What follows belongs to an exercise in optimizing a design on an open flow for a short achievable clock period and few clock cycles; a production flow would make more cautious choices.
The RTL was checked by simulation tests, not by an equivalence proof against the original design.
No activity file was given, so power comes from the tool's default toggle rates.

// processor_gen2
module processor_gen2 #(
  parameter int DATA_W     = 16,
  parameter int NUM_REGS   = 4,
  parameter int MEM_DEPTH  = 256,
  parameter int APB_ADDR_W = 9,
  parameter int PROG_START = 'h020,
  parameter int INT_VEC    = 'h010,
  localparam int ADDR_W    = $clog2(MEM_DEPTH)
) (
  input  logic              clk,
  input  logic              reset,
  input  logic              init_done,
  input  logic              init_we,
  input  logic [ADDR_W-1:0] init_addr,
  input  logic [DATA_W-1:0] init_data,
  input  logic              irq,
  output logic              irq_ack,
  output logic              halted,
  output logic              illegal,
  output logic                  bus_wr_en,
  output logic [APB_ADDR_W-1:0] bus_wr_addr,
  output logic [DATA_W-1:0]     bus_wr_data,
  input  logic                  bus_wr_done,
  output logic                  bus_rd_en,
  output logic [APB_ADDR_W-1:0] bus_rd_addr,
  input  logic [DATA_W-1:0]     bus_rd_data,
  input  logic                  bus_rd_done
);
Size in the first run: about 15,000 cells after synthesis, ~86 I/O pins, ~200,000 um^2 of cells after synthesis.
make LEC_CHECK=0 CAP_MARGIN=20 CORE_MARGIN=2 CORE_UTILIZATION=35 PLACE_DENSITY=0.5 SETUP_SLACK_MARGIN=5 SLEW_MARGIN=20 TNS_END_PERCENT=100 finish   # period 10.0 ns
run.sh (not shown) runs the stock make flow with config.mk's settings and CLKGATE_MAP_FILE= SYNTH_SCRIPT=/design/flow/synth_recipe.tcl, a recipe that flattens the netlist after the stock synthesis.
Testbench counts at the start, summed over its fixed seeds: cycles 6,958.
Edit:
--- a/flow/design.v
+++ b/flow/design.v
@@ -299,42 +299,35 @@
     s_mis   = !abort && !(run && stall) && !take && mis;
     s_saved = adv && R0;
     s_grp   = adv && !R0;
     s_hold  = !(s_start || s_vec || s_mis || adv);
     nx_oth  = (pcst(START) & {56{s_start}}) |
               (pcst(VEC)   & {56{s_vec}})   |
               (pcst(x_t)   & {56{s_mis}})   |
               (pcst(saved) & {56{s_saved}}) |
               (pc_cur      & {56{s_hold}});
     pc_nx   = s_grp ? nx_grp : nx_oth;
     ohr     = pc_nx[39:24];
   end
-  logic [55:0] pc_q;
-  assign pc_cur = pc_q ^ PC_START;
   always_ff @(posedge clk or posedge reset) begin
-    if (reset) pc_q <= '0;
-    else       pc_q <= pc_nx ^ PC_START;
+    if (reset) pc_cur <= PC_START;
+    else       pc_cur <= pc_nx;
   end
-  function automatic logic [15:0] bsel_rst(input int b);
-    bsel_rst = (4'(b) >= START[3:0]) ? (16'b1 << START[7:4]) : (16'b1 << 4'(START[7:4] + 4'd1));
-  endfunction
-  logic [15:0] bsel_q [16];
-  always_comb
-    for (int b = 0; b < 16; b++) bsel[b] = bsel_q[b] ^ bsel_rst(b);
   always_ff @(posedge clk or posedge reset) begin
     if (reset) begin
-      for (int b = 0; b < 16; b++) bsel_q[b] <= '0;
+      for (int b = 0; b < 16; b++)
+        bsel[b] <= (4'(b) >= START[3:0]) ? (16'b1 << START[7:4]) : (16'b1 << 4'(START[7:4] + 4'd1));
     end else begin
       for (int b = 0; b < 16; b++)
-        bsel_q[b] <= (pc_nx[40 + b] ? ohr : {ohr[14:0], ohr[15]}) ^ bsel_rst(b);
+        bsel[b] <= pc_nx[40 + b] ? ohr : {ohr[14:0], ohr[15]};
     end
   end
   assign pcb = pc_cur[7:0];
   assign ohL = pc_cur[23:8];
   logic mem_we;
   assign mem_we = init_we && !run;
   always_ff @(posedge clk)
     for (int i = 0; i < 256; i++)
       if (mem_we && init_addr == 8'(i)) mem[i] <= init_data;
   always_ff @(posedge clk or posedge reset) begin
     if (reset) begin
       run       <= 1'b0;
Wire length grows by 1.1%.
Total power climbs by 3.9%.
Final cell count came out higher by 0.49%.
Final area grows by 0.92%.
Global-route usage rose by 0.40 points.
Utilization is higher by 0.38 points.
Testbench counts after the change, summed over its fixed seeds: cycles 6,958.

* * *

Another version of the RTL of processor_gen2 (not shown whole).
For scale: ~13000 cells after synthesis, ~4600 flip-flops, ~86 I/O pins, about 200000 um2 of cells after synthesis.
Settings: LEC_CHECK=0, CAP_MARGIN=20, CORE_MARGIN=2, CORE_UTILIZATION=35, PLACE_DENSITY=0.5, SETUP_SLACK_MARGIN=5, SLEW_MARGIN=20, TNS_END_PERCENT=100; clock period 10.0 ns.
Testbench counts at the start, summed over its fixed seeds: cycles 7,076.
Change:
--- a/flow/design.v
+++ b/flow/design.v
@@ -106,55 +106,61 @@
   endfunction
   logic pr1, pr2, hp1, hp2;
   assign pr1 = pairable(1);
   assign pr2 = pairable(2);
   assign hp1 = H[1] && !BUS[0];
   assign hp2 = H[2] && !BUS[0];
   logic pair, hpair;
   assign pair  = N[0] && (L2[0] ? pr2 : pr1);
   assign hpair = N[0] && (L2[0] ? hp2 : hp1);
   logic zn;
-  function automatic logic [20:0] tail(input logic [4:0] kk);
+  function automatic logic [20:0] tail(input logic [4:0] kk, input logic zw, input logic znv);
     logic [5:0] ut, us;
     logic       pr;
     logic [7:0] pt;
-    logic       tz;
+    logic       tz, ft;
     ut = '0;
     us = '0;
     pr = 1'b0;
     pt = '0;
     for (int k = 0; k < 5; k++) begin
-      tz = kk[k] && Z[k];          
-      ut[k]   = ut[k] | (kk[k] && J[k]);
+      tz = kk[k] && Z[k];
+      ft = tz && !(!zw && znv);    
+      ut[k]   = ut[k] | (kk[k] && J[k]) | (tz && !zw && znv);
       us[k]   = us[k] | (kk[k] && !J[k] && !Z[k]);
-      ut[k+1] = ut[k+1] | (tz && J[k+1]);
-      us[k+1] = us[k+1] | (tz && !J[k+1]);
-      pr      = pr | tz;
+      ut[k+1] = ut[k+1] | (ft && J[k+1]);
+      us[k+1] = us[k+1] | (ft && !J[k+1]);
+      pr      = pr | (tz && zw);
       pt      = pt | (w[k][7:0] & {8{kk[k]}});
     end
     tail = {pt, pr, us, ut};
   endfunction
   logic [4:0] kk_np, kk_p;
   assign kk_np[0] = !N[0];
   assign kk_np[1] = N[0] && !L2[0];
   assign kk_np[2] = N[0] && L2[0];
   assign kk_np[3] = 1'b0;
   assign kk_np[4] = 1'b0;
   assign kk_p[0]  = 1'b0;
   assign kk_p[1]  = 1'b0;
   assign kk_p[2]  = N[0] && !L2[0] && !L2[1];
   assign kk_p[3]  = N[0] && ((!L2[0] && L2[1]) || (L2[0] && !L2[2]));
   assign kk_p[4]  = N[0] && L2[0] && L2[2];
-  logic [20:0] tl_np, tl_p, tl;
-  assign tl_np = tail(kk_np);
-  assign tl_p  = tail(kk_p);
-  assign tl    = pair ? tl_p : tl_np;
+  logic zw_np, zw_p;
+  assign zw_np = N[0] && ZW[0];
+  assign zw_p  = N[0] && (ZW[0] || (L2[0] ? ZW[2] : ZW[1]));
+  logic [20:0] tl_np0, tl_np1, tl_p0, tl_p1, tl;
+  assign tl_np0 = tail(kk_np, zw_np, 1'b0);
+  assign tl_np1 = tail(kk_np, zw_np, 1'b1);
+  assign tl_p0  = tail(kk_p,  zw_p,  1'b0);
+  assign tl_p1  = tail(kk_p,  zw_p,  1'b1);
+  assign tl     = pair ? (zn ? tl_p1 : tl_p0) : (zn ? tl_np1 : tl_np0);
   logic [5:0] use_t;
   logic [5:0] use_s;           
   logic       pred;            
   logic [7:0] pred_t;
   assign use_t  = tl[5:0];
   assign use_s  = tl[11:6];
   assign pred   = tl[12];
   assign pred_t = tl[20:13];
   logic [15:0] A1, B1, A2, B2, r1, r2;
   logic        z1, z2;
@@ -272,39 +278,41 @@
       cand_t[j] = pcst(w[j][7:0]);
       cand_s[j] = pcadd(pc_cur, j);
     end
   function automatic logic [55:0] after(input logic [20:0] t);
     logic [55:0] r;
     r = '0;
     for (int j = 0; j < 6; j++) r = r | (cand_t[j] & {56{t[j]}});
     for (int k = 1; k < 6; k++) r = r | (cand_s[k] & {56{t[6 + k]}});
     after = r;
   endfunction
-  logic [55:0] nx_np, nx_p, nx_grp;
-  assign nx_np  = after(tl_np);
-  assign nx_p   = after(tl_p);
-  assign nx_grp = pair ? nx_p : nx_np;
-  logic        s_start, s_vec, s_mis, s_saved, s_hold, s_grp;
+  logic [55:0] nx_np0, nx_np1, nx_p0, nx_p1, nx_grp;
+  assign nx_np0 = after(tl_np0);
+  assign nx_np1 = after(tl_np1);
+  assign nx_p0  = after(tl_p0);
+  assign nx_p1  = after(tl_p1);
+  assign nx_grp = pair ? (zn ? nx_p1 : nx_p0) : (zn ? nx_np1 : nx_np0);
+  logic        s_start, s_vec, s_mis, s_saved, s_hold, s_grp, adv_nm;
   logic [55:0] nx_oth;
   always_comb begin
+    adv_nm  = f_act && (run ? (!stall && !take && init_done) : (init_done && !init_we));
     s_start = abort;
     s_vec   = !abort && take;
     s_mis   = !abort && !(run && stall) && !take && mis;
-    s_saved = adv && R0;
-    s_grp   = adv && !R0;
-    s_hold  = !(s_start || s_vec || s_mis || adv);
+    s_saved = adv_nm && R0;
+    s_grp   = adv_nm && !R0;
+    s_hold  = !(s_start || s_vec || adv_nm);
     nx_oth  = (pcst(START) & {56{s_start}}) |
               (pcst(VEC)   & {56{s_vec}})   |
-              (pcst(x_t)   & {56{s_mis}})   |
               (pcst(saved) & {56{s_saved}}) |
               (pc_cur      & {56{s_hold}});
-    pc_nx   = s_grp ? nx_grp : nx_oth;
+    pc_nx   = s_mis ? pcst(x_t) : s_grp ? nx_grp : nx_oth;
     ohr     = pc_nx[39:24];
   end
   always_ff @(posedge clk or posedge reset) begin
     if (reset) pc_cur <= PC_START;
     else       pc_cur <= pc_nx;
   end
   always_ff @(posedge clk or posedge reset) begin
     if (reset) begin
       for (int b = 0; b < 16; b++)
         bsel[b] <= (4'(b) >= START[3:0]) ? (16'b1 << START[7:4]) : (16'b1 << 4'(START[7:4] + 4'd1));
What happened: The changed run completed with no timing, DRC or antenna violations. Die area grows by 3.6%. Worst setup slack degrades by 150 ps. Critical path depth grows by 3. Wire length grows by 13%. Utilization grows by 1.4 points. Clock power stays flat. Final cell count grows by 8.9%. Sequential power shrinks by about 2%. Count of clock-buffer cells in the layout grows by 10. Sequential share of layout area shrinks by 3.7 points. Worst hold slack improves by 3.8 ps. Final area grows by 7.0%.
Testbench counts after the change, summed over its fixed seeds: cycles 6,958.

[separate check: timing with driven ports]
The flow's constraints put no driver on any port. The routed layouts listed below were extracted and timed again, unchanged, in two steps. Step 1 (the two cells are an assumption about what drives the block):
set clk [get_ports {clk}]
set_driving_cell -lib_cell sky130_fd_sc_hd__clkbuf_16 $clk
set_driving_cell -lib_cell sky130_fd_sc_hd__buf_2 [delete_from_list [all_inputs] $clk]
Step 2 also shifts input and output timing later by t, the mid clock arrival at the registers, as if the neighbouring blocks saw the same clock. Three values: ideal, step 1, step 2; two values: the first two.
| run | shift t [ns] | slack for setup (ns) | hold slack, ns | worst setup path at the end | clock arrival spread, ns |
|---|---|---|---|---|---|
| the first run of note 1 | 1.178 | 4.096 / 4.096 / 3.272 | 0.476 / 0.476 / 0.476 | input to register | 0.141 / 0.142 |
| the second run of note 1 | 1.225 | 4.263 / 4.263 / 3.509 | 0.472 / 0.472 / 0.472 | input to register | 0.178 / 0.178 |
| the first run of note 2 | 1.245 | 4.333 / 4.333 / 3.357 | 0.468 / 0.468 / 0.468 | input to register | 0.144 / 0.144 |
| the second run of note 2 | 1.194 | 4.185 / 4.185 / 3.519 | 0.471 / 0.471 / 0.471 | input to register | 0.125 / 0.125 |
After both steps setup and hold are still met in every run listed. For the first run of note 2, which loses most, drivers alone change the setup slack by 0.000 ns; drivers and shift together by -0.976 ns.
